What follows belongs to an exercise in optimizing a design on an open flow for small area and a short achievable clock period; a production flow would make more cautious choices.
Only simulation tests tie the RTL to the original design; equivalence was not proved.
No activity file was given, so power comes from the tool's default toggle rates.

==> inputs of job 5640 <==
==> flow/design.v <==
module regfile_mp_sb #(
  parameter int XLEN = 32,
  parameter int NREG = 32,
  parameter int AW   = 5,
  parameter int NRP  = 2
) (
  input  logic                clk,
  input  logic                reset,
  input  logic [NRP*AW-1:0]   rd_addr,
  output logic [NRP*XLEN-1:0] rd_data,
  output logic [NRP-1:0]      rd_busy,
  input  logic                wb0_en,
  input  logic [AW-1:0]       wb0_addr,
  input  logic [XLEN-1:0]     wb0_data,
  input  logic                wb1_en,
  input  logic [AW-1:0]       wb1_addr,
  input  logic [XLEN-1:0]     wb1_data,
  input  logic                iss_en,
  input  logic [AW-1:0]       iss_addr,
  output logic [AW:0]         busy_cnt
);
  logic [XLEN-1:0] regs [NREG];
  logic [NREG-1:0] busy_q;
  logic [NREG-1:0] busy_d;
  logic [AW:0]     cnt_d;
  logic            wb0_hit;
  logic            wb1_hit;
  logic            iss_hit;
  assign wb0_hit = wb0_en && (wb0_addr != '0);
  assign wb1_hit = wb1_en && (wb1_addr != '0);
  assign iss_hit = iss_en && (iss_addr != '0);
  always_comb begin
    busy_d = busy_q;
    for (int r = 1; r < NREG; r++) begin
      if (iss_hit && (iss_addr == r[AW-1:0]))
        busy_d[r] = 1'b1;
      else if ((wb0_hit && (wb0_addr == r[AW-1:0])) ||
               (wb1_hit && (wb1_addr == r[AW-1:0])))
        busy_d[r] = 1'b0;
    end
    busy_d[0] = 1'b0;
  end
  always_comb begin
    cnt_d = '0;
    for (int r = 1; r < NREG; r++)
      cnt_d = cnt_d + {{AW{1'b0}}, busy_d[r]};
  end
  always_ff @(posedge clk) begin
    if (reset) begin
      for (int r = 0; r < NREG; r++)
        regs[r] <= '0;
      busy_q   <= '0;
      busy_cnt <= '0;
    end else begin
      if (wb0_hit)
        regs[wb0_addr] <= wb0_data;
      if (wb1_hit)
        regs[wb1_addr] <= wb1_data;
      busy_q   <= busy_d;
      busy_cnt <= cnt_d;
    end
  end
  for (genvar p = 0; p < NRP; p++) begin : g_rd
    logic [AW-1:0]   addr;
    logic [XLEN-1:0] data;
    logic            busy;
    assign addr = rd_addr[p*AW +: AW];
    always_comb begin
      data = regs[addr];
      busy = busy_q[addr];
      if (addr == '0) begin
        data = '0;
        busy = 1'b0;
      end
      else if (wb1_hit && (wb1_addr == addr)) begin
        data = wb1_data;
        busy = (iss_en && (iss_addr == addr)) ? busy_q[addr] : 1'b0;
      end else if (wb0_hit && (wb0_addr == addr)) begin
        data = wb0_data;
        busy = (iss_en && (iss_addr == addr)) ? busy_q[addr] : 1'b0;
      end
    end
    assign rd_data[p*XLEN +: XLEN] = data;
    assign rd_busy[p]              = busy;
  end
endmodule
==> flow/run.sh <==
#!/bin/bash
# synth_recipe.tcl (not shown) runs the flow's synth.tcl, then flattens the netlist and writes it again
# the make line also repeats each setting of config.mk as NAME=value (left out here)
make -C /OpenROAD-flow-scripts/flow DESIGN_CONFIG=/design/flow/config.mk WORK_HOME=/design/flow/orfs CLKGATE_MAP_FILE= SYNTH_SCRIPT=/design/flow/synth_recipe.tcl finish
==> flow/config.mk <==
export PLATFORM = sky130hd
export DESIGN_NAME = regfile_mp_sb
export DESIGN_NICKNAME = regfile_mp_sb
export VERILOG_FILES = /design/flow/design.v
export SDC_FILE = /design/flow/constraint.sdc
export NUM_CORES = 4
export LEC_CHECK = 0
export CAP_MARGIN = 20
export CORE_MARGIN = 2
export CORE_UTILIZATION = 40
export SLEW_MARGIN = 20
==> flow/constraint.sdc <==
create_clock -name core_clock -period 8.0 [get_ports {clk}]
set_input_delay 1.6000 -clock core_clock [delete_from_list [all_inputs] [get_ports {clk}]]
set_output_delay 1.6000 -clock core_clock [all_outputs]
set_load 0.01 [all_outputs]
==> inputs of job 6381, as changes to job 5640 <==
==> flow/design.v (replaced) <==
module rf_wcell (
  input  logic q,
  input  logic d0,
  input  logic d1,
  input  logic h,
  input  logic s0,
  input  logic s1,
  output logic y
);
  assign y = (q & h) | (d0 & s0) | (d1 & s1);
endmodule
module rf_aoi3 (
  input  logic [2:0] sel,
  input  logic [2:0] d,
  output logic       y_n
);
  assign y_n = ~|(sel & d);
endmodule
module rf_rdbit (
  input  logic [32:0] sel,
  input  logic [32:0] d,
  output logic        y
);
  logic [10:0] g_n;
  for (genvar i = 0; i < 11; i++) begin : g_grp
    rf_aoi3 u_g (.sel(sel[3*i +: 3]), .d(d[3*i +: 3]), .y_n(g_n[i]));
  end
  assign y = ~&g_n;
endmodule
module regfile_mp_sb #(
  parameter int XLEN = 32,
  parameter int NREG = 32,
  parameter int AW   = 5,
  parameter int NRP  = 2
) (
  input  logic                clk,
  input  logic                reset,
  input  logic [NRP*AW-1:0]   rd_addr,
  output logic [NRP*XLEN-1:0] rd_data,
  output logic [NRP-1:0]      rd_busy,
  input  logic                wb0_en,
  input  logic [AW-1:0]       wb0_addr,
  input  logic [XLEN-1:0]     wb0_data,
  input  logic                wb1_en,
  input  logic [AW-1:0]       wb1_addr,
  input  logic [XLEN-1:0]     wb1_data,
  input  logic                iss_en,
  input  logic [AW-1:0]       iss_addr,
  output logic [AW:0]         busy_cnt
);
  logic [XLEN-1:0] regs [1:NREG-1];
  logic [XLEN-1:0] regs_d [1:NREG-1];
  logic [NREG-1:1] busy_q;
  logic [NREG-1:1] busy_d;
  logic [NREG-1:1] w0_dec, w1_dec, iss_dec;
  logic [NREG-1:1] sel_h, sel_0, sel_1;
  logic [AW:0]     cnt_d;
  logic            inc, dec0, dec1;
  always_comb begin
    for (int r = 1; r < NREG; r++) begin
      w0_dec[r]  = wb0_en && (wb0_addr == r[AW-1:0]);
      w1_dec[r]  = wb1_en && (wb1_addr == r[AW-1:0]);
      iss_dec[r] = iss_en && (iss_addr == r[AW-1:0]);
    end
  end
  always_comb begin
    for (int r = 1; r < NREG; r++) begin
      sel_1[r] = !reset && w1_dec[r];
      sel_0[r] = !reset && w0_dec[r] && !w1_dec[r];
      sel_h[r] = !reset && !w0_dec[r] && !w1_dec[r];
    end
  end
  for (genvar r = 1; r < NREG; r++) begin : g_reg
    for (genvar b = 0; b < XLEN; b++) begin : g_bit
      rf_wcell u_w (
        .q(regs[r][b]), .d0(wb0_data[b]), .d1(wb1_data[b]),
        .h(sel_h[r]), .s0(sel_0[r]), .s1(sel_1[r]), .y(regs_d[r][b])
      );
    end
  end
  always_ff @(posedge clk) begin
    for (int r = 1; r < NREG; r++)
      regs[r] <= regs_d[r];
  end
  always_comb begin
    for (int r = 1; r < NREG; r++)
      busy_d[r] = iss_dec[r] || (busy_q[r] && !w0_dec[r] && !w1_dec[r]);
  end
  always_comb begin
    inc  = 1'b0;
    dec0 = 1'b0;
    dec1 = 1'b0;
    for (int r = 1; r < NREG; r++) begin
      inc  = inc  | (iss_dec[r] && !busy_q[r]);
      dec0 = dec0 | (w0_dec[r] && busy_q[r] && !iss_dec[r]);
      dec1 = dec1 | (w1_dec[r] && !w0_dec[r] && busy_q[r] && !iss_dec[r]);
    end
    cnt_d = busy_cnt + {{AW{1'b0}}, inc} - {{AW{1'b0}}, dec0} - {{AW{1'b0}}, dec1};
  end
  always_ff @(posedge clk) begin
    if (reset) begin
      busy_q   <= '0;
      busy_cnt <= '0;
    end else begin
      busy_q   <= busy_d;
      busy_cnt <= cnt_d;
    end
  end
  for (genvar p = 0; p < NRP; p++) begin : g_rd
    logic [AW-1:0]   addr;
    logic [NREG-1:1] rdec;
    logic [NREG:0]   sel;
    logic            hb0, hb1, iss_a;
    logic            busy;
    assign addr = rd_addr[p*AW +: AW];
    always_comb begin
      for (int r = 1; r < NREG; r++)
        rdec[r] = (addr == r[AW-1:0]);
    end
    assign hb1   = wb1_en && (wb1_addr == addr) && (addr != '0);
    assign hb0   = wb0_en && (wb0_addr == addr) && (addr != '0) && !hb1;
    assign iss_a = iss_en && (iss_addr == addr);
    always_comb begin
      sel[0]    = hb0;
      sel[NREG] = hb1;
      for (int r = 1; r < NREG; r++)
        sel[r] = rdec[r] && !w0_dec[r] && !w1_dec[r];
    end
    for (genvar b = 0; b < XLEN; b++) begin : g_bit
      logic [NREG:0] d;
      always_comb begin
        d[0]    = wb0_data[b];
        d[NREG] = wb1_data[b];
        for (int r = 1; r < NREG; r++)
          d[r] = regs[r][b];
      end
      rf_rdbit u_rd (.sel(sel), .d(d), .y(rd_data[p*XLEN + b]));
    end
    always_comb begin
      busy = 1'b0;
      for (int r = 1; r < NREG; r++)
        busy = busy | (rdec[r] && busy_q[r]);
      busy = busy && (!(hb0 || hb1) || iss_a);
    end
    assign rd_busy[p] = busy;
  end
endmodule
SYNTH_HIERARCHICAL = 1   (was default)
==> results by group <==
Cells and area
  – Buffering overhead: 0.08708
  – Most common cell after layout, fill and taps aside: a222oi_1
  – Biggest cell category by area in the final layout: multi-input combinational cells

Place
  – Worst slack after detailed placement: 561.6 ps
  – Gpl congestion: 1.039
  – HPWL reported at the end of detailed placement: 166.8 mm

Power and ir drop
  – Proportion of power drawn by combinational gates: 0.096

Run status
  – Result of the run: no timing/DRC/antenna violations

Die
  – Floorplan Core Area: 118100 um2

Timing
  – Worst-case clock skew: 8.688 ps

Yosys
  – Proportion of synthesized area in mux cells: 0.003839
  – Leading cell type by number of instances after synthesis: a222oi_1
-- figures above: job 6381

==> results by group <==
Run status
  – Result of the run: no timing/DRC/antenna violations

Cells and area
  – Buffering overhead: 0.06270
  – Most common cell after layout, fill and taps aside: a22o_1
  – Biggest cell category by area in the final layout: registers

Clock network
  – CTS tree: yes

Timing
  – Hold Vio Cnt, Final: 0
  – Hold Slack: 615.1 ps
  – Worst-case clock skew: 3.746 ps

Yosys
  – Proportion of synthesized area in mux cells: 0.1920
  – Leading cell type by number of instances after synthesis: a22o_1

Die
  – Floorplan Core Area: 155800 um2

Place
  – Number of buffers added on ports: 165
  – Instance area at placement: 67260 um2
  – Worst slack after detailed placement: 179.9 ps
  – Gpl congestion: 0.9412
  – HPWL reported at the end of detailed placement: 174.4 mm
-- figures above: job 5640

==> afterwards: timing with drivers on the ports <==
The flow's constraints put no driver on any port. The routed layouts listed below were extracted and timed again, unchanged, in two steps. Step 1 (the two cells are an assumption about what drives the block):
set clk [get_ports {clk}]
set_driving_cell -lib_cell sky130_fd_sc_hd__clkbuf_16 $clk
set_driving_cell -lib_cell sky130_fd_sc_hd__buf_2 [delete_from_list [all_inputs] $clk]
Step 2 moves the port delays by t, midway between the first and last clock arrival at a register: inputs arrive t later, outputs are due t later. That takes back most of the time a late clock gives input paths. a / b / c = ideal ports / drivers / drivers and shift; a / b = the first two.
run	t, ns	slack for setup (ns)	worst setup path at the end
job 5640	0.842	0.308 / 0.273 / 0.051	input to register
job 6381	0.815	0.175 / 0.086 / 0.086	input to output
After both steps every run listed still meets setup and hold. For job 5640, which loses most, drivers alone change the setup slack by -0.035 ns; drivers and shift together by -0.257 ns.
